What follows belongs to an exercise in optimizing a design on an open flow for small area, a short achievable clock period and few clock cycles per item; a production flow would make more cautious choices.
No functional check of the RTL was part of any run shown here.
No activity file was given, so power comes from the tool's default toggle rates.

**design/flow/run.sh**
```bash
#!/bin/bash
# synth_recipe.tcl (not shown) runs the flow's synth.tcl, then flattens the netlist and writes it again
# the make line also repeats each setting of config.mk as NAME=value (left out here)
make -C /OpenROAD-flow-scripts/flow DESIGN_CONFIG=/design/flow/config.mk WORK_HOME=/design/flow/orfs CLKGATE_MAP_FILE= SYNTH_SCRIPT=/design/flow/synth_recipe.tcl finish
```
**design/flow/config.mk**
```make
export PLATFORM = sky130hd
export DESIGN_NAME = csr_index_generator
export DESIGN_NICKNAME = csr_index_generator
export VERILOG_FILES = /design/flow/design.v
export SDC_FILE = /design/flow/constraint.sdc
export NUM_CORES = 4
export LEC_CHECK = 0
export CAP_MARGIN = 20
export CORE_MARGIN = 2
export CORE_UTILIZATION = 40
export SETUP_SLACK_MARGIN = 4.0
export SLEW_MARGIN = 20
```
**design/flow/constraint.sdc**
```tcl
create_clock -name core_clock -period 7.0 [get_ports {ap_clk}]
set_input_delay 1.4000 -clock core_clock [delete_from_list [all_inputs] [get_ports {ap_clk}]]
set_output_delay 1.4000 -clock core_clock [all_outputs]
set_load 0.01 [all_outputs]
```
**design/flow/design.v**
```verilog
package csr_index_pkg;
    parameter int INDEX_WIDTH   = 32;
    parameter int ADDRESS_WIDTH = 32;
    parameter int SHIFT_WIDTH   = 5;
    typedef logic [INDEX_WIDTH-1:0]   index_t;
    typedef logic [ADDRESS_WIDTH-1:0] address_t;
    typedef logic [SHIFT_WIDTH-1:0]   shift_t;
endpackage
`timescale 1ns/1ns
module csr_index_sequencer
(
    input  logic   ap_clk,
    input  logic   areset_generator,
    input  logic   config_valid,
    input  csr_index_pkg::index_t   config_index_start,
    input  csr_index_pkg::index_t   config_index_end,
    input  csr_index_pkg::index_t   config_stride,
    input  csr_index_pkg::address_t config_base_address,
    input  csr_index_pkg::shift_t   config_shift_amount,
    input  logic   config_shift_left,
    input  logic   stall,
    output logic   idle,
    output logic   done,
    output logic   gen_valid,
    output csr_index_pkg::index_t   gen_index,
    output csr_index_pkg::address_t base_address,
    output csr_index_pkg::shift_t   shift_amount,
    output logic   shift_left
);
    logic                  valid;
    logic                  done_reg;
    csr_index_pkg::index_t count;
    csr_index_pkg::index_t end_reg;
    csr_index_pkg::index_t stride_reg;
    logic                  accept;
    logic                  advance;
    logic                  start_more;
    logic                  step_more;
    assign accept  = config_valid && !valid;
    assign advance = valid && !stall;
    assign start_more = config_index_start < config_index_end;
    assign step_more  = ({1'b0, count} + {1'b0, stride_reg}) < {1'b0, end_reg};
    always_ff @(posedge ap_clk) begin
        if (areset_generator) begin
            valid    <= 1'b0;
            done_reg <= 1'b0;
        end else begin
            done_reg <= (accept && !start_more) || (advance && !step_more);
            if (accept) begin
                valid <= start_more;
            end else if (advance) begin
                valid <= step_more;
            end
        end
    end
    always_ff @(posedge ap_clk) begin
        if (accept) begin
            count <= config_index_start;
        end else if (advance) begin
            count <= count + stride_reg;
        end
    end
    always_ff @(posedge ap_clk) begin
        if (accept) begin
            end_reg      <= config_index_end;
            stride_reg   <= config_stride;
            base_address <= config_base_address;
            shift_amount <= config_shift_amount;
            shift_left   <= config_shift_left;
        end
    end
    assign idle      = !valid;
    assign done      = done_reg;
    assign gen_valid = valid;
    assign gen_index = count;
endmodule
`timescale 1ns/1ns
module csr_address_map
(
    input  logic     ap_clk,
    input  logic     stage_enable,
    input  csr_index_pkg::address_t base_address,
    input  csr_index_pkg::shift_t   shift_amount,
    input  logic     shift_left,
    input  csr_index_pkg::index_t   gen_index,
    output csr_index_pkg::index_t   map_index,
    output csr_index_pkg::address_t map_address
);
    csr_index_pkg::address_t offset;
    csr_index_pkg::address_t offset_reg;
    csr_index_pkg::address_t base_reg;
    always_comb begin
        if (shift_left) begin
            offset = gen_index << shift_amount;
        end else begin
            offset = gen_index >> shift_amount;
        end
    end
    always_ff @(posedge ap_clk) begin
        if (stage_enable) begin
            map_index  <= gen_index;
            offset_reg <= offset;
            base_reg   <= base_address;
        end
    end
    assign map_address = base_reg + offset_reg;
endmodule
`timescale 1ns/1ns
module request_fifo
(
    input  logic     ap_clk,
    input  logic     stage_enable,
    input  csr_index_pkg::index_t   push_index,
    input  csr_index_pkg::address_t push_address,
    output csr_index_pkg::index_t   request_index,
    output csr_index_pkg::address_t request_address
);
    always_ff @(posedge ap_clk) begin
        if (stage_enable) begin
            request_index   <= push_index;
            request_address <= push_address;
        end
    end
endmodule
`timescale 1ns/1ns
module csr_index_generator
(
    input  logic     ap_clk,
    input  logic     areset_generator,
    input  logic     config_valid,
    input  csr_index_pkg::index_t   config_index_start,
    input  csr_index_pkg::index_t   config_index_end,
    input  csr_index_pkg::index_t   config_stride,
    input  csr_index_pkg::address_t config_base_address,
    input  csr_index_pkg::shift_t   config_shift_amount,
    input  logic     config_shift_left,
    input  logic     request_ready,
    output logic     idle,
    output logic     done,
    output logic     request_valid,
    output csr_index_pkg::index_t   request_index,
    output csr_index_pkg::address_t request_address
);
    logic                    stall;
    logic                    gen_valid;
    csr_index_pkg::index_t   gen_index;
    csr_index_pkg::address_t base_address;
    csr_index_pkg::shift_t   shift_amount;
    logic                    shift_left;
    logic                    map_valid;
    csr_index_pkg::index_t   map_index;
    csr_index_pkg::address_t map_address;
    assign stall = request_valid && !request_ready;
    csr_index_sequencer i_csr_index_sequencer (
        .ap_clk              (ap_clk),
        .areset_generator    (areset_generator),
        .config_valid        (config_valid),
        .config_index_start  (config_index_start),
        .config_index_end    (config_index_end),
        .config_stride       (config_stride),
        .config_base_address (config_base_address),
        .config_shift_amount (config_shift_amount),
        .config_shift_left   (config_shift_left),
        .stall               (stall),
        .idle                (idle),
        .done                (done),
        .gen_valid           (gen_valid),
        .gen_index           (gen_index),
        .base_address        (base_address),
        .shift_amount        (shift_amount),
        .shift_left          (shift_left)
    );
    always_ff @(posedge ap_clk) begin
        if (areset_generator) begin
            map_valid     <= 1'b0;
            request_valid <= 1'b0;
        end else if (!stall) begin
            map_valid     <= gen_valid;
            request_valid <= map_valid;
        end
    end
    csr_address_map i_csr_address_map (
        .ap_clk       (ap_clk),
        .stage_enable (!stall),
        .base_address (base_address),
        .shift_amount (shift_amount),
        .shift_left   (shift_left),
        .gen_index    (gen_index),
        .map_index    (map_index),
        .map_address  (map_address)
    );
    request_fifo i_request_fifo (
        .ap_clk          (ap_clk),
        .stage_enable    (!stall),
        .push_index      (map_index),
        .push_address    (map_address),
        .request_index   (request_index),
        .request_address (request_address)
    );
endmodule
```
==> results.txt, run 1 <==
* Area growth from synthesis to layout at 26.2%
* Largest net degree at the start of global routing at 86
* Internal power at 0.00577 W
* Core ar. at approximately 43000 um^2
* Fin. max-slew vios at 0
* Fmax at 250 MHz
* # setup viols final at 0
* Clock-pin slew on the worst setup and hold paths at 0.05 ns
* Pwr dens at approximately 420 nW/um^2
* Dpl ws at 2.77 ns
* Dpl cells at 2205
* Vias in the first global route at roughly 12000
* Reg power frac at 0.330
* Total track usage at 0.194
* Routability congestion estimate at 0.901
* I/O pin cnt at 205
* Required @ worst endpoint at 7.42 ns
* Dpl hpwl at about 32000 um
* Peak VDD IR at 160 uV
* Final ANT Viol Nets at 0
* Minimum clock period at 4.00 ns
* Port Buffers at 204
* Worst hold slack at approximately 0.42 ns
* Final nets at 1970
* Global-route wire length before repair at 67000 um
* Delay-heaviest family, CP: compound AO/OA/AOI/OAI gates
* Share of post-route cells with drive strength above 1 at 0.127
* Total power at 0.00910 W
* Measured slew at the worst slew-check pin at 0.951 ns
* Switching power at 0.00333 W
* Initial antenna violation count at 0
* Post-Syn Area at 17300 um^2
* Combinational power share at 0.479
* Switching share of power at 0.366
* CP max stage delay at 0.44 ns
* Worst setup margin at 3.00 ns
* Static leakage at 8.81 nW
* Die area at 44800 um^2
* Crit. End Element: flip-flop
* Routed WL per cell at 18.9 um
* Predominant post-synthesis flop cell: edfxtp_1
* Final period utilization at 0.572
* Buf/Inv on CP at 1
* Clock sink count at 298
* Crit start category: flip-flop
* Filler cell count at 3776
* CTS Root Cell: clkbuf_16
* Finished Layout Cells at 2313
* Kind of critical path: flip-flop to flip-flop
* Crit-path slowest cell: edfxtp_1
* Slew margin rel. at 0.366
* Syn nets at 1721
* Clock power frac at 0.191
* Syn Area/Cell at about 12 um^2
* Mapped Cells at approximately 1500
* Die height at 212 um
* RSZ-0062 raised after global routing: yes
* Seq/Total Area, Yosys at 0.516
* Starting Density at 0.403
* Via count at around 12000
* Iteration-0 DRC Markers at 820
* Crit-path max FO at 4
* H-tree Lvls at 2
* Congestion Overflow GR at 0
* Clock Latency Late Sink at around 0.54 ns
* Synth Warn # at 4
* Clock Skew at 0.0156 ns
* Antenna Cells at 0
* Hold Fails Final Rpt at 0
* Deepest clock path buffer count at 3
* Avg Vias per Cell at 5.33
* Synthesis-stage register bit count at 298
* Cell row count at 76
* DR pass1 iterations at 7
* Synth async-reset ratio at 0
* Chip Width at 212 um
* Final wirelength at 43600 um
* Synth unique cells at 73
* Max-Cap Viols at 0
* Worst Path Arrival at 4.43 ns
* CTS tree: yes
* Cell Chain, Critical Path: ha_4 > fa_2 > a21o_1 > a21oi_2 > o211ai_1 > nand2_2 > o31a_1 > nor2_1 > xor2_1 > ha_1 > buf_6 > nand2_1 > o21ai_1 > a21o_1 > a211oi_2 > nor2_1 > o31ai_1 > a31oi_1 > o31a_1
* # DRC at 0
* Hold crit path type: flip-flop to flip-flop
* CTS buffer count at 36
* TNS Setup at 0 ns
* Status: no timing/DRC/antenna violations
* Post-synth EDFFs at 294
final timing paths:
check | slack (ns) | endpoint | from | cells after the start
worst min-delay path | 0.42 | i_csr_address_map.base_reg[26] | i_csr_index_sequencer.base_address[26] | 0
worst max-delay path | 3.00 | i_csr_index_sequencer.done_reg | i_csr_index_sequencer.count[0] | 19
worst min register to register | 0.42 | i_csr_address_map.base_reg[26] | i_csr_index_sequencer.base_address[26] | 0
worst max register to register | 3.00 | i_csr_index_sequencer.done_reg | i_csr_index_sequencer.count[0] | 19
layout by cell type, fill, tap and decap left out, types with 50 or more instances in the layout:
master,n
ha_1,113
a21oi_1,85
clkdlybuf4s50_1,204
buf_4,50
mux2i_1,126
edfxtp_1,294
nor2_1,78
nand2_1,112
inv_1,93
o21ai_0,78
what timing repair did:
action,CTS,global route
pin swaps,23,38
endpoints found under the setup margin,219,115
setup buffers,22,24
hold endpoints to repair,0,0
hold buffers,0,0
gates cloned,1,0
resized for setup,26,43
worst register-to-register path: stages (launching register included):
cell,delay (ns)
edfxtp_1,0.44
ha_4,0.20
fa_2,0.37
a21o_1,0.20
a21oi_2,0.14
o211ai_1,0.16
nand2_2,0.16
o31a_1,0.25
nor2_1,0.07
xor2_1,0.16
ha_1,0.35
buf_6,0.14
nand2_1,0.06
o21ai_1,0.06
a21o_1,0.19
a211oi_2,0.20
nor2_1,0.07
o31ai_1,0.25
a31oi_1,0.15
o31a_1,0.30
layout make-up:
cell class,instances,area (um^2),share of cell area
repair buffers,261,2520,0.116
well taps,585,732,0.0336
multi-input cells,1014,8180,0.375
clock inverters,18,136,0.00626
flip-flops and latches,298,8910,0.409
inverters,94,360,0.0165
clock buffers,43,948,0.0435
power groups by stage:
stage	Sequential [W]	Combinational (W)	Clock, W
5_1_grt	0.00306	0.00480	0.00186
2_1_floorplan	0.00302	0.00255	0
4_1_cts	0.00304	0.00406	0.00179
3_5_place_dp	0.00308	0.00386	0
6_report	0.00300	0.00436	0.00174
3_3_place_gp	0.00307	0.00382	0
layer usage:
layer  global-route usage  vias to the layer above  wire (um)
met5                    0                        -          0
met4               0.0726                        0       1260
met3               0.0291                       81       2060
met2                0.326                      330      20900
met1                0.254                     5885      19400
li1                     -                     6023          -
cell families after synthesis:
family,Yosys count,share of synthesized area
compound gates,355,0.131
simple gates,314,0.0856
flops,298,0.516
mux,170,0.118
buf+inv,145,0.0325
fa+ha+maj,127,0.0929
xor+xnor,47,0.0243
synth_stat cells, types with 8 or more instances:
master    instances  area [um^2]
buf_1            12         45.0
nand3_1          17         85.1
o21ai_0          82          410
buf_2            14         70.1
mux4_2           24          541
mux2i_1         126         1260
xor2_1           14          123
o21ai_1           8         40.0
edfxtp_1        294         8830
nand2b_1         33          206
nor3_1           15         75.1
nand2_1         114          428
a211oi_1         25          188
a21boi_0          9         67.6
nand4_1          14         87.6
a31oi_1           8         50.1
mux2_2           19          214
o22ai_1          14         87.6
o21a_1           12         90.1
ha_1            125         1560
xnor2_1          32          280
clkbuf_1         25         93.8
o211ai_1         14          105
nor2_1           79          297
inv_1            93          349
a21oi_1          93          465
a21o_1           36          270
through the flow:
stage | util | area, um^2
finish | 0.508 | 21800
global route | 0.508 | 21800
CTS | 0.499 | 21400
detailed placement | 0.467 | 20000
global placement | 0.467 | 20000
floorplan | - | 17400
==> run 2: changes to the inputs <==
--- a/design/flow/design.v
+++ b/design/flow/design.v
@@ -39,7 +39,17 @@
     assign accept  = config_valid && !valid;
     assign advance = valid && !stall;
     assign start_more = config_index_start < config_index_end;
-    assign step_more  = ({1'b0, count} + {1'b0, stride_reg}) < {1'b0, end_reg};
+    logic [csr_index_pkg::INDEX_WIDTH:0]   csa_a, csa_b, csa_c, csa_sum, csa_carry;
+    logic [csr_index_pkg::INDEX_WIDTH+1:0] csa_total;
+    always_comb begin
+        csa_a     = {1'b0, count};
+        csa_b     = {1'b0, stride_reg};
+        csa_c     = ~{1'b0, end_reg};
+        csa_sum   = csa_a ^ csa_b ^ csa_c;
+        csa_carry = (csa_a & csa_b) | (csa_a & csa_c) | (csa_b & csa_c);
+        csa_total = {1'b0, csa_sum} + {csa_carry, 1'b1};
+    end
+    assign step_more = !csa_total[csr_index_pkg::INDEX_WIDTH+1];
     always_ff @(posedge ap_clk) begin
         if (areset_generator) begin
             valid    <= 1'b0;
@@ -89,12 +99,26 @@
     csr_index_pkg::address_t offset;
     csr_index_pkg::address_t offset_reg;
     csr_index_pkg::address_t base_reg;
+    csr_index_pkg::shift_t   rotate_amount;
+    csr_index_pkg::address_t rotated;
+    csr_index_pkg::address_t keep;
     always_comb begin
-        if (shift_left) begin
-            offset = gen_index << shift_amount;
-        end else begin
-            offset = gen_index >> shift_amount;
-        end
+        rotate_amount = shift_left ? shift_amount : -shift_amount;
+        rotated = gen_index;
+        for (int k = 0; k < csr_index_pkg::SHIFT_WIDTH; k++) begin
+            if (rotate_amount[k]) begin
+                rotated = (rotated << (1 << k)) |
+                          (rotated >> (csr_index_pkg::ADDRESS_WIDTH - (1 << k)));
+            end
+        end
+        for (int i = 0; i < csr_index_pkg::ADDRESS_WIDTH; i++) begin
+            if (shift_left) begin
+                keep[i] = i >= shift_amount;
+            end else begin
+                keep[i] = i < csr_index_pkg::ADDRESS_WIDTH - shift_amount;
+            end
+        end
+        offset = rotated & keep;
     end
     always_ff @(posedge ap_clk) begin
         if (stage_enable) begin
==> results.txt, run 2 <==
* Status: no timing/DRC/antenna violations
* Syn Area/Cell at 11.5 um^2 (-3.3%)
* Routability congestion estimate at 0.916 (+1.6%)
* Clock-pin slew on the worst setup and hold paths at 0.06 ns (about the same)
* DR pass1 iterations at 6 (-1)
* Final nets at 2134 (+8.3%)
* Die area at 45500 um^2 (+1.5%)
* Kind of critical path: flip-flop to flip-flop
* Deepest clock path buffer count at 3 (unchanged)
* GR peak layer: met2
* Dpl ws at 2.92 ns (+0.152 ns)
* Post-synth EDFFs at 294 (unchanged)
* # DRC at 0 (unchanged)
* Starting Density at 0.406 (+0.00360)
* # setup viols final at 0 (unchanged)
* M2 GR Usage at 0.375 (+0.0491)
* Crit start category: flip-flop
* Routed WL per cell at 20.7 um (+9.9%)
* Die height at 213 um (+0.76%)
* Clock Latency Late Sink at 0.56 ns (+0.02 ns)
* Share of the synthesized area in the top cell type at 0.503 (-0.00788)
* CTS Root Cell: clkbuf_16
* Synth async-reset ratio at 0 (unchanged)
* Max-Cap Viols at 0 (unchanged)
* Largest net degree at the start of global routing at 76 (-12%)
* Synth Warn # at 4 (unchanged)
* Post-Syn Area at 17500 um^2 (+1.6%)
* Dpl hpwl at 35600 um (+12%)
* TNS Setup at 0 ns (unchanged)
* Predominant post-synthesis flop cell: edfxtp_1
* Congestion Overflow GR at 0 (unchanged)
* Avg Vias per Cell at 5.39 (+1.1%)
* Seq/Total Area, Yosys at 0.508 (-0.00795)
* Synth area leaders: edfxtp_1 50%, ha_1 9.3%, mux2i_1 6.7%, fa_1 3.9%, a21oi_1 3.3%
* I/O pin cnt at 205 (unchanged)
* Most common library cells after synthesis: 294 x edfxtp_1, 146 x inv_1, 136 x nor2_1
* Measured slew at the worst slew-check pin at 0.957 ns (+0.00552 ns)
* Fmax at 332 MHz (+33%)
* Area growth from synthesis to layout at 32.6%
* Global-route wire length before repair at 74500 um (+11%)
* Synth unique cells at 73 (unchanged)
* Crit. End Element: flip-flop
* Iteration-0 DRC Markers at 1146 (+40%)
* Crit-path max FO at 5 (+1)
* Final period utilization at 0.430 (-0.142)
* Worst setup margin at 3.99 ns (+0.993 ns)
* Hold Fails Final Rpt at 0 (unchanged)
* Most common cell after layout, fill and taps aside: edfxtp_1
* Slew margin rel. at 0.360 (-0.00604)
* Syn nets at 1832 (+6.4%)
* Fin. max-slew vios at 0 (unchanged)
* Clock sink count at 298 (unchanged)
* Worst Path Arrival at 3.30 ns (-1.13 ns)
* CTS buffer count at 36 (unchanged)
* Vias in the first global route at 13000 (+4.7%)
* Antenna Cells at 0 (unchanged)
* Cell row count at 76 (unchanged)
* Most frequent cells in the layout: 294 x edfxtp_1, 167 x clkdlybuf4s50_1, 137 x inv_1
* Met3 usage at 0.0290 (-0.0000776)
* Static leakage at 9.68 nW (+9.9%)
* Final wirelength at 50600 um (+16%)
* Peak VDD IR at 205 uV (+28%)
* RSZ-0062 raised after global routing: yes
* Core ar. at 43200 um^2 (+0.67%)
* Mapped Cells at 1530 (+5.1%)
* Synthesis-stage register bit count at 298 (unchanged)
* H-tree Lvls at 2 (unchanged)
* Via count at 13100 (+6.7%)
* Final ANT Viol Nets at 0 (unchanged)
* Clock Skew at 0.0222 ns (+0.00653 ns)
* Met1 Use GR at 0.279 (+0.0256)
* CTS tree: yes
* Most frequent cell after synthesis: edfxtp_1
* Chip Width at 213 um (+0.76%)
* Total track usage at 0.217 (+0.0233)
* Minimum clock period at 3.01 ns (-0.993 ns)
* Required @ worst endpoint at 7.28 ns (-0.14 ns)
* Share of post-route cells with drive strength above 1 at 0.193 (+0.0657)
* Port Buffers at 204 (unchanged)
* Hold crit path type: flip-flop to flip-flop
* Pwr dens at 340 nW/um^2 (-19%)
* Cell taking the most area after synthesis: edfxtp_1
* Initial antenna violation count at 0 (unchanged)
## run 2: final cells by class
cell class	instances	area, um^2
clock buffers	44	952
clock inverters	17	124
fillers	3805	19900
inverters	148	589
multi-input cells	1034	8880
flip-flops and latches	298	8910
well taps	585	732
repair buffers	313	3070
repair inverters	1	5.00
## run 2: stage by stage
stage               instance area, um^2  cells  hold slack [ns]  total power, W   util
floorplan                         17600   1530            0.400         0.00452      -
global placement                  20200   2280            0.401         0.00556  0.469
detailed placement                20200   2280            0.405         0.00560  0.469
CTS                               22100   2383            0.416         0.00761  0.513
global route                      23300   2440            0.424         0.00837  0.539
finish                            23300   2440            0.416         0.00791  0.539
## run 2: cells by family after synthesis
kind of cell,Yosys count,synth area share
DFF,298,0.508
AOI/OAI and AO/OA,341,0.126
buffers and inverters,199,0.0440
and+or+nand+nor,350,0.0922
xor gates and xnor gates,58,0.0290
adders and majority gates,164,0.132
muxes,120,0.0693
## run 2: path summary, 6_finish.rpt
kind / cells after the start / slack, ns / startpoint / to
hold reg to reg: 0 / 0.42 / i_csr_address_map.map_index[27] / i_request_fifo.request_index[27]
hold / removal: 0 / 0.42 / i_csr_address_map.map_index[27] / i_request_fifo.request_index[27]
setup / recovery: 10 / 3.99 / i_csr_address_map.offset_reg[7] / i_request_fifo.request_address[31]
setup reg to reg: 10 / 3.99 / i_csr_address_map.offset_reg[7] / i_request_fifo.request_address[31]
## run 2: layer usage
layer	vias up	share of wire
li1	6217	-
met1	6405	0.42
met2	406	0.49
met3	116	0.044
met4	0	0.041
met5	-	0
## run 2: worst max-delay path: stages, from the launching register on
cell and delay, ns:
edfxtp_1 0.48, ha_4 0.29, a21oi_4 0.21, nand3_2 0.12
o31ai_4 0.27, o221ai_2 0.17, a221o_2 0.44, o21ai_4 0.19
nand2b_1 0.10, a21o_1 0.18, a211o_1 0.30
## run 2: what timing repair did
item                                    in CTS  in global routing
hold buffers                                 0                  0
pin swaps                                   28                 54
endpoints found under the setup margin     207                 51
setup buffers                               37                 52
resized for setup                          126                151
gates cloned                                 5                  5
## run 2: power breakdown
part	leakage (nW)	total (W)	internal, W	switching [W]
Combinational	6.10	0.00344	0.00158	0.00185
Sequential	3.05	0.00271	0.00250	0.000215
Clock	0.530	0.00177	0.00103	0.000736
Total	9.68	0.00791	0.00511	0.00280
==> run 3: changes to the inputs <==
==> design/flow/flow/run.sh (new file) <==
#!/bin/bash
# Standard layout, with plain buffers (instead of delay cells) on the ports
set -euo pipefail
bash standard.sh "BUFFER_PORTS_ARGS=-buffer_cell sky130_fd_sc_hd__buf_2" finish > standard.log 2>&1
==> design/flow/standard.sh (new file) <==
#!/bin/bash
# synth_recipe.tcl (not shown) runs the flow's synth.tcl, then flattens the netlist and writes it again
# the make line also repeats each setting of config.mk as NAME=value (left out here)
make -C /OpenROAD-flow-scripts/flow DESIGN_CONFIG=/design/flow/config.mk WORK_HOME=/design/flow/orfs CLKGATE_MAP_FILE= SYNTH_SCRIPT=/design/flow/synth_recipe.tcl "${@:-finish}"
removed: design/flow/run.sh
==> results.txt, run 3 <==
* Worst path depth at 14 (+4)
* Post-synthesis compound-gate area fraction at 0.126 (unchanged)
* Post-synth EDFFs at 294 (unchanged)
* Status: no timing/DRC/antenna violations
* I/O pin cnt at 205 (unchanged)
* Avg Vias per Cell at 5.33 (-0.98%)
* Die area at 45500 um^2 (unchanged)
* Fin. max-slew vios at 0 (unchanged)
* Core ar. at 43200 um^2 (unchanged)
* Via count at 13000 (-1.2%)
* Internal power at 0.00507 W (-0.65%)
* Congestion Overflow GR at 0 (unchanged)
* Crit. End Element: flip-flop
* H-tree Lvls at 2 (unchanged)
* Hold Path Cell Cnt at 0 (unchanged)
* Global-route wire length before repair at 73700 um (-1.1%)
* Share of the synthesized area in the top cell type at 0.503 (unchanged)
* Final ANT Viol Nets at 0 (unchanged)
* Most common cell after layout, fill and taps aside: edfxtp_1
* Delay-heaviest family, CP: multiplexers
* Minimum clock period at 3.03 ns (+0.0177 ns)
* Worst Path Arrival at 3.29 ns (about the same)
* Synth Area in Simple Gates at 0.0922 (unchanged)
* Syn Area/Cell at 11.5 um^2 (unchanged)
* Hold Fails Final Rpt at 0 (unchanged)
* Clock-pin slew on the worst setup and hold paths at 0.06 ns (about the same)
* Final wirelength at 49500 um (-2.1%)
* Slew margin rel. at 0.429 (+0.0690)
* Starting Density at 0.406 (unchanged)
* Most frequent cells in the layout: 294 x edfxtp_1, 204 x buf_2, 141 x inv_1
* Cell row count at 76 (unchanged)
* Dpl ws at 3.06 ns (+0.137 ns)
* Share of post-route cells with drive strength above 1 at 0.282 (+0.0886)
* Switching share of power at 0.354 (about the same)
* Multiplexer share of the synthesized area at 0.0693 (unchanged)
* Vias in the first global route at 12900 (-0.51%)
* Final nets at 2127 (-0.33%)
* Total power at 0.00786 W (-0.68%)
* Syn nets at 1832 (unchanged)
* Main combinational cell family by area after synthesis: adder cells
* Pwr dens at 356 nW/um^2 (+4.5%)
* Crit start category: flip-flop
* Deepest clock path buffer count at 3 (unchanged)
* Fmax at 330 MHz (-0.58%)
* Max-Cap Viols at 0 (unchanged)
* Clock Skew at 0.0258 ns (+0.00367 ns)
* Synthesis-stage register bit count at 298 (unchanged)
* Chip Width at 213 um (unchanged)
* Dpl cells at 2278 (-0.088%)
* Xor and xnor fraction of the mapped netlist area at 0.0290 (unchanged)
* RSZ-0062 raised after global routing: yes
* Switching power at 0.00278 W (-0.73%)
* Reg power frac at 0.345 (+0.003)
* # DRC at 0 (unchanged)
* Routability congestion estimate at 0.913 (-0.34%)
* Iteration-0 DRC Markers at 1085 (-5.3%)
* FF-to-FF path depth at 14 (+4)
* Post-Syn Area at 17500 um^2 (unchanged)
* Clock sink count at 298 (unchanged)
* Largest net degree at the start of global routing at 79 (+3.9%)
* Worst setup margin at 3.97 ns (-0.0177 ns)
* Initial antenna violation count at 0 (unchanged)
* Measured slew at the worst slew-check pin at 0.854 ns (-0.103 ns)
* CTS buffer count at 36 (unchanged)
* Clock Latency Late Sink at 0.55 ns (about the same)
* Design area at 22100 um^2 (-5.0%)
* Peak VDD IR at 196 uV (-4.6%)
* Kind of critical path: flip-flop to flip-flop
* Port Buffers at 204 (unchanged)
* Static leakage at 9.59 nW (-0.90%)
* Finished Layout Cells at 2435 (-0.20%)
* Buf/Inv on CP at 6 (+6)
* TNS Setup at 0 ns (unchanged)
* Crit-path max FO at 11 (+6)
* Dpl hpwl at 35000 um (-1.8%)
* Most common library cells after synthesis: 294 x edfxtp_1, 146 x inv_1, 136 x nor2_1
* Synth unique cells at 73 (unchanged)
* CP max stage delay at 0.43 ns (-0.05 ns)
* Most frequent cell after synthesis: edfxtp_1
* Crit-path slowest cell: edfxtp_1
* Total track usage at 0.214 (-0.00282)
* CTS Hold Bufs at 0 (unchanged)
* Cell Chain, Critical Path: buf_12 > inv_16 > ha_4 > mux2i_4 > buf_12 > buf_12 > clkbuf_16 > mux2i_2 > mux2i_1 > buf_4 > mux2i_2 > mux2i_1 > mux2i_1 > a221oi_2
* Predominant post-synthesis flop cell: edfxtp_1
* Area growth from synthesis to layout at 26.0%
* Die height at 213 um (unchanged)
* DR pass1 iterations at 5 (-1)
* Final period utilization at 0.433 (+0.00253)
* Placed Area at 19200 um^2 (-5.1%)
* Post-synthesis adder-cell area fraction at 0.132 (unchanged)
* Mapped Cells at 1530 (unchanged)
* Synth area leaders: edfxtp_1 50%, ha_1 9.3%, mux2i_1 6.7%, fa_1 3.9%, a21oi_1 3.3%
* CTS Root Cell: clkbuf_16
* Hold crit path type: flip-flop to flip-flop
* Synth Warn # at 4 (unchanged)
* Routed WL per cell at 20.3 um (-1.9%)
* Antenna Cells at 0 (unchanged)
* # setup viols final at 0 (unchanged)
* Seq/Total Area, Yosys at 0.508 (unchanged)
* Clock power frac at 0.248 (+0.025)
* Required @ worst endpoint at 7.26 ns (-0.02 ns)
* CTS tree: yes
* Combinational power share at 0.407 (-0.027)
* Cell taking the most area after synthesis: edfxtp_1
* Synth async-reset ratio at 0 (unchanged)
==> run 3: final timing paths <==
check	start	endpoint	slack, ns
hold reg to reg	i_csr_index_sequencer.base_address[1]	i_csr_address_map.base_reg[1]	0.41
hold / removal	i_csr_index_sequencer.base_address[1]	i_csr_address_map.base_reg[1]	0.41
setup / recovery	i_csr_index_sequencer.shift_amount[0]	i_csr_address_map.offset_reg[1]	3.97
setup reg to reg	i_csr_index_sequencer.shift_amount[0]	i_csr_address_map.offset_reg[1]	3.97
==> run 3: stage by stage <==
step / utilization / hold slack, ns
global placement: 0.445 / 0.401
floorplan: - / 0.400
global route: 0.512 / 0.423
CTS: 0.490 / 0.412
detailed placement: 0.445 / 0.405
finish: 0.512 / 0.413
==> run 3: cell families (layout without fill, tap and decap cells) <==
logic type	Yosys count	count (layout)
compound gates	341	341
xor+xnor	58	58
mux	120	120
fa+ha+maj	164	164
buf+inv	199	519
simple gates	350	350
flops	298	298
==> run 3: metal layers <==
metal / global-route usage / wire length, um
met1: 0.280 / 21600
met2: 0.363 / 24000
met3: 0.0302 / 2210
met4: 0.0802 / 1610
met5: 0 / 0
==> run 3: what timing repair did <==
action                                  CTS  global route
setup buffers                            43            43
gates cloned                              4             4
endpoints found under the setup margin  136            54
pin swaps                                27            43
resized for setup                        62           128
==> run 3: power by group through the flow <==
stage / Sequential (W) / Clock (W) / Combinational (W)
CTS: 0.00274 / 0.00200 / 0.00285
global route: 0.00275 / 0.00206 / 0.00351
floorplan: 0.00275 / 0 / 0.00177
finish: 0.00271 / 0.00195 / 0.00320
global placement: 0.00281 / 0 / 0.00256
detailed placement: 0.00280 / 0 / 0.00260
==> run 3: cell type report <==
type                    count  area, um^2
inverters                 148         583
multi-input cells        1033        8610
repair inverters            1        7.51
repair buffers            307        2040
clock buffers              42         955
fillers                  3847       21100
clock inverters            21         264
well taps                 585         732
flip-flops and latches    298        8910
==> run 3: worst register-to-register path: cells and delay by family, from the launching register on <==
kind	cells	cell delay, ns
buf+inv	6	0.82
fa+ha+maj	1	0.22
flops	1	0.43
compound gates	1	0.09
mux	6	1.19
==> run 4: changes to the inputs <==
--- a/design/flow/config.mk
+++ b/design/flow/config.mk
@@ -8,5 +8,5 @@
 export CAP_MARGIN = 20
 export CORE_MARGIN = 2
 export CORE_UTILIZATION = 40
-export SETUP_SLACK_MARGIN = 4.0
+export SETUP_SLACK_MARGIN = 4.3
 export SLEW_MARGIN = 20
==> results.txt, run 4 <==
* Status: no timing/DRC/antenna violations
* Hold Fails Final Rpt at 0 (unchanged)
* Die area at 45500 um^2 (unchanged)
* Filler cell count at 3690 (-4.1%)
* Deepest clock path buffer count at 3 (unchanged)
* Crit. End Element: flip-flop
* Most common cell after layout, fill and taps aside: edfxtp_1
* Worst setup margin at 3.98 ns (+0.0116 ns)
* Final period utilization at 0.431 (-0.00166)
* Dpl hpwl at 35200 um (+0.60%)
* Avg Vias per Cell at 5.40 (+1.1%)
* Area growth from synthesis to layout at 37.6%
* # setup viols final at 0 (unchanged)
* Minimum clock period at 3.02 ns (-0.0116 ns)
* Synth area leaders: edfxtp_1 50%, ha_1 9.3%, mux2i_1 6.7%, fa_1 3.9%, a21oi_1 3.3%
* Clock-pin slew on the worst setup and hold paths at 0.06 ns (about the same)
* Peak VDD IR at 181 uV (-7.7%)
* H-tree Lvls at 2 (unchanged)
* Mapped Cells at 1530 (unchanged)
* CTS Hold Bufs at 0 (unchanged)
* Slew margin rel. at 0.357 (-0.0715)
* Iteration-0 DRC Markers at 1087 (+0.18%)
* Total track usage at 0.226 (+0.0113)
* Max-Cap Viols at 0 (unchanged)
* Die height at 213 um (unchanged)
* Switching power at 0.00311 W (+12%)
* Hold crit path type: flip-flop to flip-flop
* Share of the synthesized area in the top cell type at 0.503 (unchanged)
* Combinational power share at 0.472 (+0.065)
* Reg power frac at 0.320 (-0.025)
* Final ANT Viol Nets at 0 (unchanged)
* CTS Root Cell: clkbuf_16
* I/O pin cnt at 205 (unchanged)
* Antenna Cells at 0 (unchanged)
* CP max stage delay at 0.43 ns (about the same)
* Post-Syn Area at 17500 um^2 (unchanged)
* Core ar. at 43200 um^2 (unchanged)
* Crit-path max FO at 7 (-4)
* Synthesis-stage register bit count at 298 (unchanged)
* Vias in the first global route at 13600 (+5.1%)
* Synth unique cells at 73 (unchanged)
* Dpl ws at 2.74 ns (-0.320 ns)
* Most common library cells after synthesis: 294 x edfxtp_1, 146 x inv_1, 136 x nor2_1
* Final wirelength at 52800 um (+6.6%)
* Congestion Overflow GR at 0 (unchanged)
* Port Buffers at 204 (unchanged)
* Pwr dens at 352 nW/um^2 (-1.1%)
* Crit-path slowest cell: edfxtp_1
* Routability congestion estimate at 0.871 (-4.5%)
* Cell row count at 76 (unchanged)
* Routed WL per cell at 20.9 um (+3.1%)
* Starting Density at 0.406 (unchanged)
* Cell Chain, Critical Path: buf_12 > inv_12 > ha_4 > mux2i_4 > buf_6 > buf_12 > buf_16 > mux2i_4 > mux2i_2 > mux2i_2 > mux2i_1 > nor2_1 > a2111oi_2
* Syn Area/Cell at 11.5 um^2 (unchanged)
* Internal power at 0.00538 W (+6.1%)
* Predominant post-synthesis flop cell: edfxtp_1
* Clock Skew at 0.0340 ns (+0.00820 ns)
* Fin. max-slew vios at 0 (unchanged)
* Synth Warn # at 4 (unchanged)
* RSZ-0062 raised after global routing: yes
* R2R Setup Slk at 3.98 ns (about the same)
* Total power at 0.00849 W (+8.0%)
* DR pass1 iterations at 7 (+2)
* CTS buffer count at 36 (unchanged)
* Crit start category: flip-flop
* Static leakage at 10.1 nW (+5.4%)
* Kind of critical path: flip-flop to flip-flop
* Share of post-route cells with drive strength above 1 at 0.378 (+0.0964)
* Fmax at 331 MHz (+0.39%)
* Worst hold slack at 0.401 ns (-0.0114 ns)
* CTS tree: yes
* Via count at 13600 (+4.6%)
* Clock Latency Late Sink at 0.55 ns (about the same)
* Seq/Total Area, Yosys at 0.508 (unchanged)
* Switching share of power at 0.366 (+0.0116)
* Worst Path Arrival at 3.32 ns (+0.03 ns)
* Global-route wire length before repair at 77500 um (+5.1%)
* Most frequent cell after synthesis: edfxtp_1
* Largest net degree at the start of global routing at 80 (+1.3%)
* Initial antenna violation count at 0 (unchanged)
* Cell taking the most area after synthesis: edfxtp_1
* Clock power frac at 0.208 (-0.040)
* Measured slew at the worst slew-check pin at 0.964 ns (+0.110 ns)
* Chip Width at 213 um (unchanged)
* # DRC at 0 (unchanged)
* TNS Setup at 0 ns (unchanged)
* Required @ worst endpoint at 7.30 ns (+0.04 ns)
* Most frequent cells in the layout: 294 x edfxtp_1, 204 x buf_2, 141 x buf_4
* Synth async-reset ratio at 0 (unchanged)
* Final nets at 2212 (+4.0%)
* Post-synth EDFFs at 294 (unchanged)
* Clock sink count at 298 (unchanged)
* Syn nets at 1832 (unchanged)
## run 4: cell families (layout without fill, tap and decap cells)
logic type      Yosys count  after routing  share of synthesized area
compound gates          341            343                      0.126
flops                   298            298                      0.508
simple gates            350            350                     0.0922
mux                     120            120                     0.0693
fa+ha+maj               164            164                      0.132
buf+inv                 199            601                     0.0440
xor+xnor                 58             58                     0.0290
## run 4: routing by layer
metal  share of wire  track usage  vias up
li1                -            -     6369
met1            0.41        0.285     6657
met2            0.51        0.395      440
met3           0.051       0.0359      125
met4           0.034       0.0769        0
met5               0            0        -
## run 4: power groups by stage
| stage | clock network (W) | registers [W] | logic, W |
|---|---|---|---|
| floorplan | 0 | 0.00275 | 0.00180 |
| global placement | 0 | 0.00282 | 0.00257 |
| detailed placement | 0 | 0.00282 | 0.00262 |
| CTS | 0.00181 | 0.00273 | 0.00335 |
| global route | 0.00188 | 0.00276 | 0.00432 |
| finish | 0.00176 | 0.00272 | 0.00401 |
## run 4: metrics by stage
step           std cells  utilization  area [um^2]
2_1_floorplan       1530            -        17700
3_3_place_gp        2278        0.447        19300
3_5_place_dp        2278        0.447        19300
4_1_cts             2446        0.520        22400
5_1_grt             2519        0.559        24100
6_report            2519        0.559        24100
## run 4: worst paths after layout
check / startpoint / endpoint / depth (start not counted)
setup reg to reg: i_csr_index_sequencer.shift_amount[0] / i_csr_address_map.offset_reg[30] / 13
hold / removal: i_csr_address_map.map_index[15] / i_request_fifo.request_index[15] / 0
hold reg to reg: i_csr_address_map.map_index[15] / i_request_fifo.request_index[15] / 0
setup / recovery: i_csr_index_sequencer.shift_amount[0] / i_csr_address_map.offset_reg[30] / 13
## run 4: timing repair
item	in CTS	in global routing
setup buffers	96	68
resized for setup	240	205
endpoints found under the setup margin	113	67
cloned	10	4
pin swaps	61	92
## run 4: layout make-up
type / count / area [um^2] / area share
well taps: 585 / 732 / 0.0303
multi-input cells: 1035 / 9890 / 0.410
flip-flops and latches: 298 / 8910 / 0.369
repair buffers: 391 / 2920 / 0.121
clock inverters: 16 / 126 / 0.00524
clock buffers: 46 / 960 / 0.0398
inverters: 148 / 591 / 0.0245
## run 4: worst max-delay path: cells and delay by family, from the launching register on
kind,cells,cell delay [ns]
AOI/OAI and AO/OA,1,0.42
adders and majority gates,1,0.19
buffers and inverters,5,0.63
DFF,1,0.43
muxes,5,1.00
and+or+nand+nor,1,0.12
==> run 5: changes to the inputs <==
--- a/design/flow/config.mk
+++ b/design/flow/config.mk
@@ -8,5 +8,5 @@
 export CAP_MARGIN = 20
 export CORE_MARGIN = 2
 export CORE_UTILIZATION = 40
-export SETUP_SLACK_MARGIN = 4.3
+export SETUP_SLACK_MARGIN = 3.6
 export SLEW_MARGIN = 20
==> results.txt, run 5 <==
* Clock Latency Late Sink at 0.55 ns (about the same)
* Measured slew at the worst slew-check pin at 0.947 ns (-0.0166 ns)
* Congestion Overflow GR at 0 (unchanged)
* CP max stage delay at 0.50 ns (+0.07 ns)
* Most frequent cell after synthesis: edfxtp_1
* Cell taking the most area after synthesis: edfxtp_1
* Dpl hpwl at 35200 um (about the same)
* Synth unique cells at 73 (unchanged)
* Predominant post-synthesis flop cell: edfxtp_1
* Crit start category: flip-flop
* Die area at 45500 um^2 (unchanged)
* Reg area at 8910 um^2 (unchanged)
* Pwr dens at 354 nW/um^2 (+0.73%)
* Final period utilization at 0.470 (+0.0386)
* Fin. max-slew vios at 0 (unchanged)
* Post-synthesis compound-gate area fraction at 0.126 (unchanged)
* Via count at 12500 (-7.9%)
* Synthesis-stage register bit count at 298 (unchanged)
* Crit-path slowest cell: edfxtp_1
* Multiplexer share of the synthesized area at 0.0693 (unchanged)
* H-tree Lvls at 2 (unchanged)
* Core ar. at 43200 um^2 (unchanged)
* Worst Path Arrival at 3.56 ns (+0.24 ns)
* Share of the synthesized area in the top cell type at 0.503 (unchanged)
* Status: no timing/DRC/antenna violations
* Largest net degree at the start of global routing at 74 (-7.5%)
* Most common cell after layout, fill and taps aside: edfxtp_1
* Initial antenna violation count at 0 (unchanged)
* # setup viols final at 0 (unchanged)
* Final nets at 2048 (-7.4%)
* Crit-path max FO at 5 (-2)
* CTS tree: yes
* Routability congestion estimate at 0.960 (+10%)
* Global-route wire length before repair at 71000 um (-8.4%)
* Multi-input logic area at 8020 um^2 (-19%)
* Required @ worst endpoint at 7.27 ns (-0.03 ns)
* Clock sink count at 298 (unchanged)
* RSZ-0062 raised after global routing: no
* Design area at 20600 um^2 (-14%)
* Crit. End Element: flip-flop
* Post-Syn Area at 17500 um^2 (unchanged)
* Peak VDD IR at 192 uV (+6.0%)
* Hold Fails Final Rpt at 0 (unchanged)
* Syn nets at 1832 (unchanged)
* Met3 usage at 0.0334 (-0.00249)
* Max-Cap Viols at 0 (unchanged)
* GR peak layer: met2
* Mapped Cells at 1530 (unchanged)
* Hold crit path type: flip-flop to flip-flop
* Port Buffers at 204 (unchanged)
* Fmax at 304 MHz (-8.2%)
* Reg power frac at 0.376 (+0.056)
* Clock power frac at 0.254 (+0.046)
* Post-synth EDFFs at 294 (unchanged)
* Minimum clock period at 3.29 ns (+0.270 ns)
* Synth Area in Simple Gates at 0.0922 (unchanged)
* Final wirelength at 46800 um (-11%)
* # DRC at 0 (unchanged)
* Switching share of power at 0.355 (-0.0107)
* I/O pin cnt at 205 (unchanged)
* Kind of critical path: flip-flop to flip-flop
* M2 GR Usage at 0.356 (-0.0392)
* Area growth from synthesis to layout at 17.7%
* Post-layout util at 0.478 (-0.0807)
* Die height at 213 um (unchanged)
* CTS Root Cell: clkbuf_16
* Synth area leaders: edfxtp_1 50%, ha_1 9.3%, mux2i_1 6.7%, fa_1 3.9%, a21oi_1 3.3%
* Clock-pin slew on the worst setup and hold paths at 0.06 ns (about the same)
* Xor and xnor fraction of the mapped netlist area at 0.0290 (unchanged)
* Placed Area at 19200 um^2 (-0.49%)
* Syn Area/Cell at 11.5 um^2 (unchanged)
* Total power at 0.00732 W (-14%)
* Cell Chain, Critical Path: ha_1 > a21o_1 > or3_1 > o211ai_1 > a41oi_2 > a21oi_2 > o21ai_1 > a211oi_1 > xor2_1 > a21oi_1
* Internal power at 0.00472 W (-12%)
* Main combinational cell family by area after synthesis: adder cells
* Post-synthesis adder-cell area fraction at 0.132 (unchanged)
* Worst hold slack at 0.417 ns (+0.0155 ns)
* Seq/Total Area, Yosys at 0.508 (unchanged)
* Synth Warn # at 4 (unchanged)
* Slew margin rel. at 0.368 (+0.0111)
* Filler cell count at 4018 (+8.9%)
* Switching power at 0.00260 W (-16%)
* Deepest clock path buffer count at 3 (unchanged)
* Chip Width at 213 um (unchanged)
* Iteration-0 DRC Markers at 1108 (+1.9%)
* DR pass1 iterations at 5 (-2)
* Cell row count at 76 (unchanged)
* CTS Hold Bufs at 0 (unchanged)
* Most frequent cells in the layout: 294 x edfxtp_1, 204 x buf_2, 144 x inv_1
* Synth async-reset ratio at 0 (unchanged)
* Most common library cells after synthesis: 294 x edfxtp_1, 146 x inv_1, 136 x nor2_1
* Starting Density at 0.406 (unchanged)
* Combinational power share at 0.370 (-0.102)
* Total track usage at 0.206 (-0.0202)
* CTS buffer count at 36 (unchanged)
* Static leakage at 9.09 nW (-10%)
* Vias in the first global route at 12600 (-6.8%)
* Avg Vias per Cell at 5.31 (-1.6%)
* Routed WL per cell at 19.9 um (-5.2%)
* Final ANT Viol Nets at 0 (unchanged)
* TNS Setup at 0 ns (unchanged)
* Share of post-route cells with drive strength above 1 at 0.184 (-0.194)
* Met1 Use GR at 0.261 (-0.0236)
* Antenna Cells at 0 (unchanged)
* Clock Skew at 0.0167 ns (-0.0173 ns)
## run 5: worst paths after layout
check                                                       startpoint                         endpoint  slack [ns]  depth (start not counted)
worst max-delay path                    i_csr_index_sequencer.count[6]  i_csr_index_sequencer.count[29]        3.71                         10
worst min-delay path            i_csr_index_sequencer.base_address[12]   i_csr_address_map.base_reg[12]        0.42                          0
worst max register to register          i_csr_index_sequencer.count[6]  i_csr_index_sequencer.count[29]        3.71                         10
worst min register to register  i_csr_index_sequencer.base_address[12]   i_csr_address_map.base_reg[12]        0.42                          0
## run 5: metrics by stage
| stage | setup WS [ns] | cells |
|---|---|---|
| after floorplan | 2.16 | 1530 |
| after global placement | 2.77 | 2279 |
| after detailed placement | 2.80 | 2279 |
| after CTS | 3.61 | 2347 |
| after global routing | 3.57 | 2358 |
| final | 3.71 | 2358 |
## run 5: power by group through the flow
stage	clock (W)	combinational [W]	sequential, W
2_1_floorplan	0	0.00177	0.00275
3_3_place_gp	0	0.00256	0.00281
3_5_place_dp	0	0.00261	0.00280
4_1_cts	0.00191	0.00265	0.00277
5_1_grt	0.00198	0.00301	0.00279
6_report	0.00186	0.00271	0.00275
## run 5: kinds of logic (layout without fill, tap and decap cells)
kind of cell / after synthesis / after routing
buffers and inverters: 199 / 442
and+or+nand+nor: 350 / 350
adders and majority gates: 164 / 164
AOI/OAI and AO/OA: 341 / 341
xor gates and xnor gates: 58 / 58
DFF: 298 / 298
muxes: 120 / 120
## run 5: worst max-delay path: cells and delay by family (launching register included)
family                     cells  cell delay, ns
AOI/OAI and AO/OA              7            1.53
and+or+nand+nor                1            0.37
adders and majority gates      1            0.39
xor gates and xnor gates       1            0.21
DFF                            1            0.50
## run 5: final cells by class
cell class / count / area share
clock buffers: 46 / 0.0465
clock inverters: 19 / 0.00994
inverters: 148 / 0.0275
multi-input cells: 1033 / 0.388
flip-flops and latches: 298 / 0.432
well taps: 585 / 0.0355
repair buffers: 229 / 0.0607
## run 5: timing repair
action                                  in CTS  in global routing
buffers inserted                             3                 11
gates resized for setup                     19                 25
cloned                                       0                  0
pin swaps                                    1                  3
endpoints found under the setup margin      38                 33
## run 5: routing by layer
metal,share of wire,up-vias
met4,0.031,0
met5,0,-
met2,0.49,376
met1,0.43,6017
li1,-,6057
met3,0.053,74
==> run 6: changes to the inputs <==
--- a/design/flow/config.mk
+++ b/design/flow/config.mk
@@ -7,6 +7,6 @@
 export LEC_CHECK = 0
 export CAP_MARGIN = 20
 export CORE_MARGIN = 2
-export CORE_UTILIZATION = 40
-export SETUP_SLACK_MARGIN = 3.6
+export CORE_UTILIZATION = 65
+export SETUP_SLACK_MARGIN = 4.0
 export SLEW_MARGIN = 20
==> results.txt, run 6 <==
* Avg Vias per Cell at 6.16 (+16%)
* Max-Cap Viols at 0 (unchanged)
* Crit-path max FO at 4 (-1)
* FF-to-FF path depth at 10 (unchanged)
* Most common library cells after synthesis: 294 x edfxtp_1, 146 x inv_1, 136 x nor2_1
* Worst Path Arrival at 3.32 ns (-0.24 ns)
* Area growth from synthesis to layout at 20.5%
* RSZ-0062 raised after global routing: yes
* Die area at 28300 um^2 (-38%)
* Share of post-route cells with drive strength above 1 at 0.245 (+0.0606)
* Required @ worst endpoint at 7.26 ns (about the same)
* Most frequent cells in the layout: 294 x edfxtp_1, 205 x buf_2, 141 x inv_1
* Total track usage at 0.311 (+0.105)
* Core ar. at 26700 um^2 (-38%)
* Initial antenna violation count at 0 (unchanged)
* Antenna Cells at 0 (unchanged)
* Final period utilization at 0.438 (-0.0322)
* Post-synth EDFFs at 294 (unchanged)
* Synth area leaders: edfxtp_1 50%, ha_1 9.3%, mux2i_1 6.7%, fa_1 3.9%, a21oi_1 3.3%
* Final ANT Viol Nets at 0 (unchanged)
* Clock Skew at 0.0124 ns (-0.00429 ns)
* Design area at 21100 um^2 (+2.4%)
* Crit start category: flip-flop
* Global-route wire length before repair at 68400 um (-3.6%)
* Vias in the first global route at 13000 (+3.3%)
* Iteration-0 DRC Markers at 1380 (+25%)
* Hold Path Cell Cnt at 0 (unchanged)
* I/O pin cnt at 205 (unchanged)
* CTS Root Cell: clkbuf_16
* Via count at 13300 (+6.0%)
* Die height at 168 um (-21%)
* Mapped Cells at 1530 (unchanged)
* Pwr dens at 353 nW/um^2 (-0.47%)
* Static leakage at 9.30 nW (+2.3%)
* CP max stage delay at 0.49 ns (about the same)
* Cell taking the most area after synthesis: edfxtp_1
* Routability congestion estimate at 0.941 (-2.0%)
* Deepest clock path buffer count at 3 (unchanged)
* Predominant post-synthesis flop cell: edfxtp_1
* Peak VDD IR at 270 uV (+41%)
* Total power at 0.00746 W (+1.9%)
* Placed Area at 18900 um^2 (-1.6%)
* Cell row count at 60 (-21%)
* Fmax at 326 MHz (+7.4%)
* Hold Fails Final Rpt at 0 (unchanged)
* Final wirelength at 45200 um (-3.6%)
* Kind of critical path: flip-flop to flip-flop
* Starting Density at 0.656 (+0.250)
* Cell Chain, Critical Path: ha_4 > a21oi_4 > nand3_2 > o31ai_4 > o221ai_2 > a221o_2 > o21ai_2 > nand2b_1 > a21o_1 > a211o_1
* DR pass1 iterations at 7 (+2)
* Clock sink count at 298 (unchanged)
* Seq/Total Area, Yosys at 0.508 (unchanged)
* Clock Latency Late Sink at 0.51 ns (-0.04 ns)
* Most frequent cell after synthesis: edfxtp_1
* Measured slew at the worst slew-check pin at 0.903 ns (-0.0441 ns)
* Syn Area/Cell at 11.5 um^2 (unchanged)
* Slew margin rel. at 0.395 (+0.0261)
* Dpl hpwl at 31400 um (-11%)
* Synthesis-stage register bit count at 298 (unchanged)
* Synth Warn # at 4 (unchanged)
* Most common cell after layout, fill and taps aside: edfxtp_1
* # setup viols final at 0 (unchanged)
* Final nets at 2093 (+2.2%)
* TNS Setup at 0 ns (unchanged)
* Clock-pin slew on the worst setup and hold paths at 0.06 ns (about the same)
* Hold crit path type: flip-flop to flip-flop
* Routed WL per cell at 20.9 um (+5.4%)
* Filler cell count at 1723 (-57%)
* Largest net degree at the start of global routing at 69 (-6.8%)
* CTS tree: yes
* # DRC at 0 (unchanged)
* Chip Width at 168 um (-21%)
* Fin. max-slew vios at 0 (unchanged)
* CTS buffer count at 34 (-5.6%)
* Worst hold slack at 0.411 ns (-0.00624 ns)
* Synth async-reset ratio at 0 (unchanged)
* Congestion Overflow GR at 0 (unchanged)
* Minimum clock period at 3.06 ns (-0.225 ns)
* Post-Syn Area at 17500 um^2 (unchanged)
* Port Buffers at 204 (unchanged)
* Status: no timing/DRC/antenna violations
* Share of the synthesized area in the top cell type at 0.503 (unchanged)
* Post-layout util at 0.791 (+0.313)
* CTS Hold Bufs at 0 (unchanged)
* H-tree Lvls at 2 (unchanged)
* Crit-path slowest cell: edfxtp_1
* Crit. End Element: flip-flop
* Syn nets at 1832 (unchanged)
* Synth unique cells at 73 (unchanged)
-- run 6: per-stage QoR --
stage	cells	worst slack, ns
5_1_grt	2157	3.83
4_1_cts	2122	3.93
3_5_place_dp	2035	2.86
6_report	2157	3.94
3_3_place_gp	2035	2.95
2_1_floorplan	1530	2.16
-- run 6: worst paths after layout --
check                                        from                                 end  slack, ns
setup reg to reg  i_csr_address_map.offset_reg[7]  i_request_fifo.request_address[31]       3.94
hold reg to reg   i_csr_address_map.map_index[27]    i_request_fifo.request_index[27]       0.41
hold / removal    i_csr_address_map.map_index[27]    i_request_fifo.request_index[27]       0.41
setup / recovery  i_csr_address_map.offset_reg[7]  i_request_fifo.request_address[31]       3.94
-- run 6: critical path: cells and delay by family, from the launching register on --
kind / cells / cell delay [ns]
fa+ha+maj: 1 / 0.32
compound gates: 7 / 1.77
simple gates: 2 / 0.21
flops: 1 / 0.49
-- run 6: area by class of cell --
class	instances	area, um^2	share of cell area
repair inverters	1	5.00	0.000237
clock inverters	18	150	0.00710
clock buffers	43	906	0.0429
flip-flops and latches	298	8910	0.421
inverters	148	572	0.0271
repair buffers	273	1680	0.0794
multi-input cells	1035	8490	0.402
well taps	341	427	0.0202
-- run 6: power breakdown --
group / switching, W / internal (W)
registers: 0.000226 / 0.00250
logic: 0.00175 / 0.00129
clock network: 0.000702 / 0.000995
-- run 6: per-layer routing --
| layer | track usage | share of wire |
|---|---|---|
| met1 | 0.390 | 0.40 |
| met2 | 0.539 | 0.50 |
| met3 | 0.0503 | 0.065 |
| met4 | 0.128 | 0.042 |
| met5 | 0 | 0 |
-- run 6: timing repair --
item	CTS	global route
cloned	4	4
pin swaps	12	30
gates resized for setup	59	88
buffers inserted	22	31
endpoints found under the setup margin	144	51
-- run 6: logic make-up (layout without fill, tap and decap cells) --
group / Yosys count / after routing / synth area share
buffers and inverters: 199 / 483 / 0.0440
AOI/OAI and AO/OA: 341 / 342 / 0.126
and+or+nand+nor: 350 / 350 / 0.0922
xor gates and xnor gates: 58 / 58 / 0.0290
DFF: 298 / 298 / 0.508
muxes: 120 / 121 / 0.0693
adders and majority gates: 164 / 164 / 0.132
==> run 7: changes to the inputs <==
--- a/design/flow/design.v
+++ b/design/flow/design.v
@@ -38,18 +38,43 @@
     logic                  step_more;
     assign accept  = config_valid && !valid;
     assign advance = valid && !stall;
-    assign start_more = config_index_start < config_index_end;
+    csr_index_pkg::index_t unused_start_total;
+    logic                  start_borrow;
+    csr_prefix_adder #(.WIDTH(csr_index_pkg::INDEX_WIDTH)) i_start_compare (
+        .a         (config_index_start),
+        .b         (~config_index_end),
+        .carry_in  (1'b1),
+        .sum       (unused_start_total),
+        .carry_out (start_borrow)
+    );
+    assign start_more = !start_borrow;
     logic [csr_index_pkg::INDEX_WIDTH:0]   csa_a, csa_b, csa_c, csa_sum, csa_carry;
-    logic [csr_index_pkg::INDEX_WIDTH+1:0] csa_total;
+    logic [csr_index_pkg::INDEX_WIDTH:0]   unused_csa_total;
+    logic                                  step_borrow;
     always_comb begin
         csa_a     = {1'b0, count};
         csa_b     = {1'b0, stride_reg};
         csa_c     = ~{1'b0, end_reg};
         csa_sum   = csa_a ^ csa_b ^ csa_c;
         csa_carry = (csa_a & csa_b) | (csa_a & csa_c) | (csa_b & csa_c);
-        csa_total = {1'b0, csa_sum} + {csa_carry, 1'b1};
-    end
-    assign step_more = !csa_total[csr_index_pkg::INDEX_WIDTH+1];
+    end
+    csr_prefix_adder #(.WIDTH(csr_index_pkg::INDEX_WIDTH+1)) i_step_compare (
+        .a         (csa_sum),
+        .b         ({csa_carry[csr_index_pkg::INDEX_WIDTH-1:0], 1'b0}),
+        .carry_in  (1'b1),
+        .sum       (unused_csa_total),
+        .carry_out (step_borrow)
+    );
+    assign step_more = !step_borrow;
+    csr_index_pkg::index_t step_index;
+    logic                  unused_carry;
+    csr_prefix_adder #(.WIDTH(csr_index_pkg::INDEX_WIDTH)) i_count_adder (
+        .a         (count),
+        .b         (stride_reg),
+        .carry_in  (1'b0),
+        .sum       (step_index),
+        .carry_out (unused_carry)
+    );
     always_ff @(posedge ap_clk) begin
         if (areset_generator) begin
             valid    <= 1'b0;
@@ -67,7 +92,7 @@
         if (accept) begin
             count <= config_index_start;
         end else if (advance) begin
-            count <= count + stride_reg;
+            count <= step_index;
         end
     end
     always_ff @(posedge ap_clk) begin
@@ -127,7 +152,53 @@
             base_reg   <= base_address;
         end
     end
-    assign map_address = base_reg + offset_reg;
+    logic unused_carry;
+    csr_prefix_adder #(.WIDTH(csr_index_pkg::ADDRESS_WIDTH)) i_address_adder (
+        .a         (base_reg),
+        .b         (offset_reg),
+        .carry_in  (1'b0),
+        .sum       (map_address),
+        .carry_out (unused_carry)
+    );
+endmodule
+module csr_prefix_adder
+#(
+    parameter int WIDTH = 32
+) (
+    input  logic [WIDTH-1:0] a,
+    input  logic [WIDTH-1:0] b,
+    input  logic             carry_in,
+    output logic [WIDTH-1:0] sum,
+    output logic             carry_out
+);
+    localparam int LEVELS = $clog2(WIDTH);
+    logic [WIDTH-1:0] p;
+    logic [WIDTH-1:0] g [LEVELS+1];
+    logic [WIDTH-1:0] t [LEVELS+1];
+    logic [WIDTH:0]   carry;
+    always_comb begin
+        p    = a ^ b;
+        g[0] = a & b;
+        t[0] = p;
+        g[0][0] = (a[0] & b[0]) | (p[0] & carry_in);
+        for (int l = 0; l < LEVELS; l++) begin
+            for (int i = 0; i < WIDTH; i++) begin
+                if (((i >> l) & 1) == 1) begin
+                    g[l+1][i] = g[l][i] | (t[l][i] & g[l][((i >> l) << l) - 1]);
+                    t[l+1][i] = t[l][i] & t[l][((i >> l) << l) - 1];
+                end else begin
+                    g[l+1][i] = g[l][i];
+                    t[l+1][i] = t[l][i];
+                end
+            end
+        end
+        carry[0] = carry_in;
+        for (int i = 0; i < WIDTH; i++) begin
+            carry[i+1] = g[LEVELS][i];
+        end
+        sum       = p ^ carry[WIDTH-1:0];
+        carry_out = carry[WIDTH];
+    end
 endmodule
 `timescale 1ns/1ns
 module request_fifo
--- a/design/flow/config.mk
+++ b/design/flow/config.mk
@@ -7,6 +7,6 @@
 export LEC_CHECK = 0
 export CAP_MARGIN = 20
 export CORE_MARGIN = 2
-export CORE_UTILIZATION = 65
+export CORE_UTILIZATION = 40
 export SETUP_SLACK_MARGIN = 4.0
 export SLEW_MARGIN = 20
==> results.txt, run 7 <==
* Status: no timing/DRC/antenna violations
* Post-Syn Area at 16700 um^2 (-5.0%)
* Predominant post-synthesis flop cell: edfxtp_1
* Area growth from synthesis to layout at 29.1%
* CTS buffer count at 34 (unchanged)
* Antenna Cells at 0 (unchanged)
* CTS tree: yes
* # setup viols final at 0 (unchanged)
* Max-Cap Viols at 0 (unchanged)
* Final wirelength at 44900 um (-0.53%)
* Syn nets at 1684 (-8.1%)
* Vias in the first global route at 11800 (-9.8%)
* H-tree Lvls at 2 (unchanged)
* Global-route wire length before repair at 66800 um (-2.3%)
* Initial antenna violation count at 0 (unchanged)
* Most frequent cells in the layout: 294 x edfxtp_1, 204 x buf_2, 150 x inv_1
* Dpl cells at 2083 (+2.4%)
* Chip Width at 208 um (+24%)
* Total track usage at 0.199 (-0.111)
* Worst Path Arrival at 3.60 ns (+0.28 ns)
* Share of post-route cells with drive strength above 1 at 0.322 (+0.0769)
* Congestion Overflow GR at 0 (unchanged)
* TNS Setup at 0 ns (unchanged)
* Slew margin rel. at 0.447 (+0.0521)
* Synth area leaders: edfxtp_1 53%, ha_1 9.7%, mux2i_1 7.1%, fa_1 5.0%, inv_1 3.4%
* CTS Hold Bufs at 0 (unchanged)
* Synth async-reset ratio at 0 (unchanged)
* Most common cell after layout, fill and taps aside: edfxtp_1
* Routability congestion estimate at 0.924 (-1.7%)
* Cell taking the most area after synthesis: edfxtp_1
* Share of the synthesized area in the top cell type at 0.530 (+0.0262)
* Setup crit start: i_csr_index_sequencer.count[0]
* Most common library cells after synthesis: 294 x edfxtp_1, 152 x inv_1, 129 x ha_1
* Crit. End Element: flip-flop
* Required @ worst endpoint at 7.30 ns (+0.04 ns)
* Die height at 208 um (+24%)
* Clock Latency Late Sink at 0.55 ns (+0.04 ns)
* Mapped Cells at 1375 (-10%)
* Fin. max-slew vios at 0 (unchanged)
* RSZ-0062 raised after global routing: yes
* DR pass1 iterations at 5 (-2)
* Starting Density at 0.406 (-0.250)
* Hold crit path type: flip-flop to flip-flop
* CTS Root Cell: clkbuf_16
* Fmax at 302 MHz (-7.4%)
* Iteration-0 DRC Markers at 781 (-43%)
* Final period utilization at 0.473 (+0.0350)
* Static leakage at 9.17 nW (-1.5%)
* Port Buffers at 204 (unchanged)
* Most frequent cell after synthesis: edfxtp_1
* Deepest clock path buffer count at 3 (unchanged)
* Seq/Total Area, Yosys at 0.534 (+0.0265)
* Largest net degree at the start of global routing at 71 (+2.9%)
* Crit start category: flip-flop
* Hold Fails Final Rpt at 0 (unchanged)
* Syn Area/Cell at 12.1 um^2 (+5.8%)
* Crit-path max FO at 3 (-1)
* Die area at 43300 um^2 (+53%)
* I/O pin cnt at 205 (unchanged)
* Routed WL per cell at 20.2 um (-3.7%)
* FF-to-FF Start: i_csr_index_sequencer.count[0]
* Clock-pin slew on the worst setup and hold paths at 0.07 ns (about the same)
* Avg Vias per Cell at 5.22 (-15%)
* Synthesis-stage register bit count at 298 (unchanged)
* Clock sink count at 298 (unchanged)
* # DRC at 0 (unchanged)
* Measured slew at the worst slew-check pin at 0.830 ns (-0.0732 ns)
* Dpl hpwl at 31500 um (+0.50%)
* Post-synth EDFFs at 294 (unchanged)
* R2R Setup Slk at 3.69 ns (-0.24 ns)
* Final nets at 1980 (-5.4%)
* Cell row count at 74 (+23%)
* Pwr dens at 354 nW/um^2 (+0.43%)
* Synth Warn # at 10 (+6)
* Peak VDD IR at 185 uV (-31%)
* Final ANT Viol Nets at 0 (unchanged)
* Kind of critical path: flip-flop to flip-flop
* Clock Skew at 0.0250 ns (+0.0126 ns)
* Hold_sp: i_csr_address_map.map_index[14]
* Via count at 11600 (-12%)
* Synth unique cells at 61 (-16%)
* Finished Layout Cells at 2228 (+3.3%)
* Minimum clock period at 3.31 ns (+0.245 ns)
* Core ar. at 41000 um^2 (+53%)
run 7: cell count changes after synthesis, sizes merged, moves of 7 or more:
cell    before  now
a21oi      117  107
xor2        25   17
and3        11    4
o21bai      12    5
a21o        53   42
nand2       87   69
clkbuf      33   22
nand2b      14    6
nor2       136  116
o21ai       59   49
a211oi      16    7
fa          34   42
run 7: critical path: stages (launching register included):
cell and delay (ns):
edfxtp_1 0.41, ha_2 0.21, fa_2 0.37, a211oi_4 0.24, o211ai_1 0.17, a211o_1 0.37, and2_4 0.20, inv_4 0.06
o31ai_4 0.06, a221o_1 0.38, a21o_1 0.22, a2111oi_2 0.30, nor3_1 0.07
run 7: metrics by stage:
stage | hold WS [ns] | cell area, um^2 | util | setup slack [ns] | power (W)
4_1_cts | 0.413 | 20000 | 0.489 | 3.72 | 0.00717
3_3_place_gp | 0.402 | 18300 | 0.447 | 2.68 | 0.00502
5_1_grt | 0.423 | 21500 | 0.525 | 3.54 | 0.00807
6_report | 0.411 | 21500 | 0.525 | 3.69 | 0.00762
2_1_floorplan | 0.400 | 16700 | - | 3.92 | 0.00426
3_5_place_dp | 0.405 | 18300 | 0.447 | 2.65 | 0.00505
run 7: final cells by class:
type,count,area (um^2)
timing repair buffer,299,1950
clock buffer,43,948
multi-input combinational,884,8220
fill,3562,19500
clock inverter,18,240
inverter,154,591
tap,532,666
sequential,298,8910
run 7: routing by layer:
layer,vias to the layer above,track usage,part of all wire
met5,-,0,0
met4,0,0.0672,0.032
met3,92,0.0337,0.050
met2,329,0.340,0.49
met1,5616,0.258,0.43
li1,5592,-,-
run 7: repair_timing:
action / CTS / global route
setup buffers: 26 / 48
pin swaps: 19 / 28
gates resized for setup: 65 / 211
setup endpoints to repair: 109 / 51
cloned: 2 / 8
run 7: cell families after synthesis:
family,share of synthesized area
flip-flops,0.534
AO/OA/AOI/OAI,0.102
adder cells (fa/ha/maj),0.147
buffers and inverters,0.0451
XOR/XNOR,0.0273
multiplexers,0.0728
AND/OR/NAND/NOR,0.0707
run 7: worst paths after layout:
check,to,cells after the start
max,i_csr_index_sequencer.count[30],12
min,i_request_fifo.request_index[14],0
max reg2reg,i_csr_index_sequencer.count[30],12
min reg2reg,i_request_fifo.request_index[14],0
run 7: report_power, final:
group | total [W] | leakage, nW | switching (W) | internal, W
Clock | 0.00191 | 0.578 | 0.000727 | 0.00118
Combinational | 0.00297 | 5.54 | 0.00162 | 0.00134
Sequential | 0.00275 | 3.05 | 0.000251 | 0.00250

==> afterwards: timing with drivers on the ports <==
How much do the figures lean on ideal ports? The routed layouts below were timed once more, with nothing changed but the port constraints. Step 1, drivers: a clkbuf_16 drives ap_clk and a buf_2 each remaining input, both assumed. Step 2 also shifts input and output timing later by t, the mid clock arrival at the registers, as if the neighbouring blocks saw the same clock. Three values: ideal, step 1, step 2; two values: the first two.
run | shift t [ns] | setup slack, ns | worst register clock-pin slew, ns
run 1 | 0.593 | 2.995 / 2.995 / 2.995 | 0.06 / 0.06
run 2 | 0.599 | 3.988 / 3.988 / 3.434 | 0.06 / 0.06
run 3 | 0.597 | 3.970 / 3.970 / 3.584 | 0.07 / 0.07
run 4 | 0.593 | 3.982 / 3.982 / 3.589 | 0.06 / 0.06
run 5 | 0.593 | 3.712 / 3.712 / 3.335 | 0.06 / 0.06
run 6 | 0.558 | 3.937 / 3.937 / 3.520 | 0.06 / 0.06
run 7 | 0.591 | 3.692 / 3.692 / 3.601 | 0.07 / 0.07
After both steps every run listed still meets setup and hold. For run 2, which loses most, drivers alone change the setup slack by 0.000 ns; drivers and shift together by -0.554 ns.
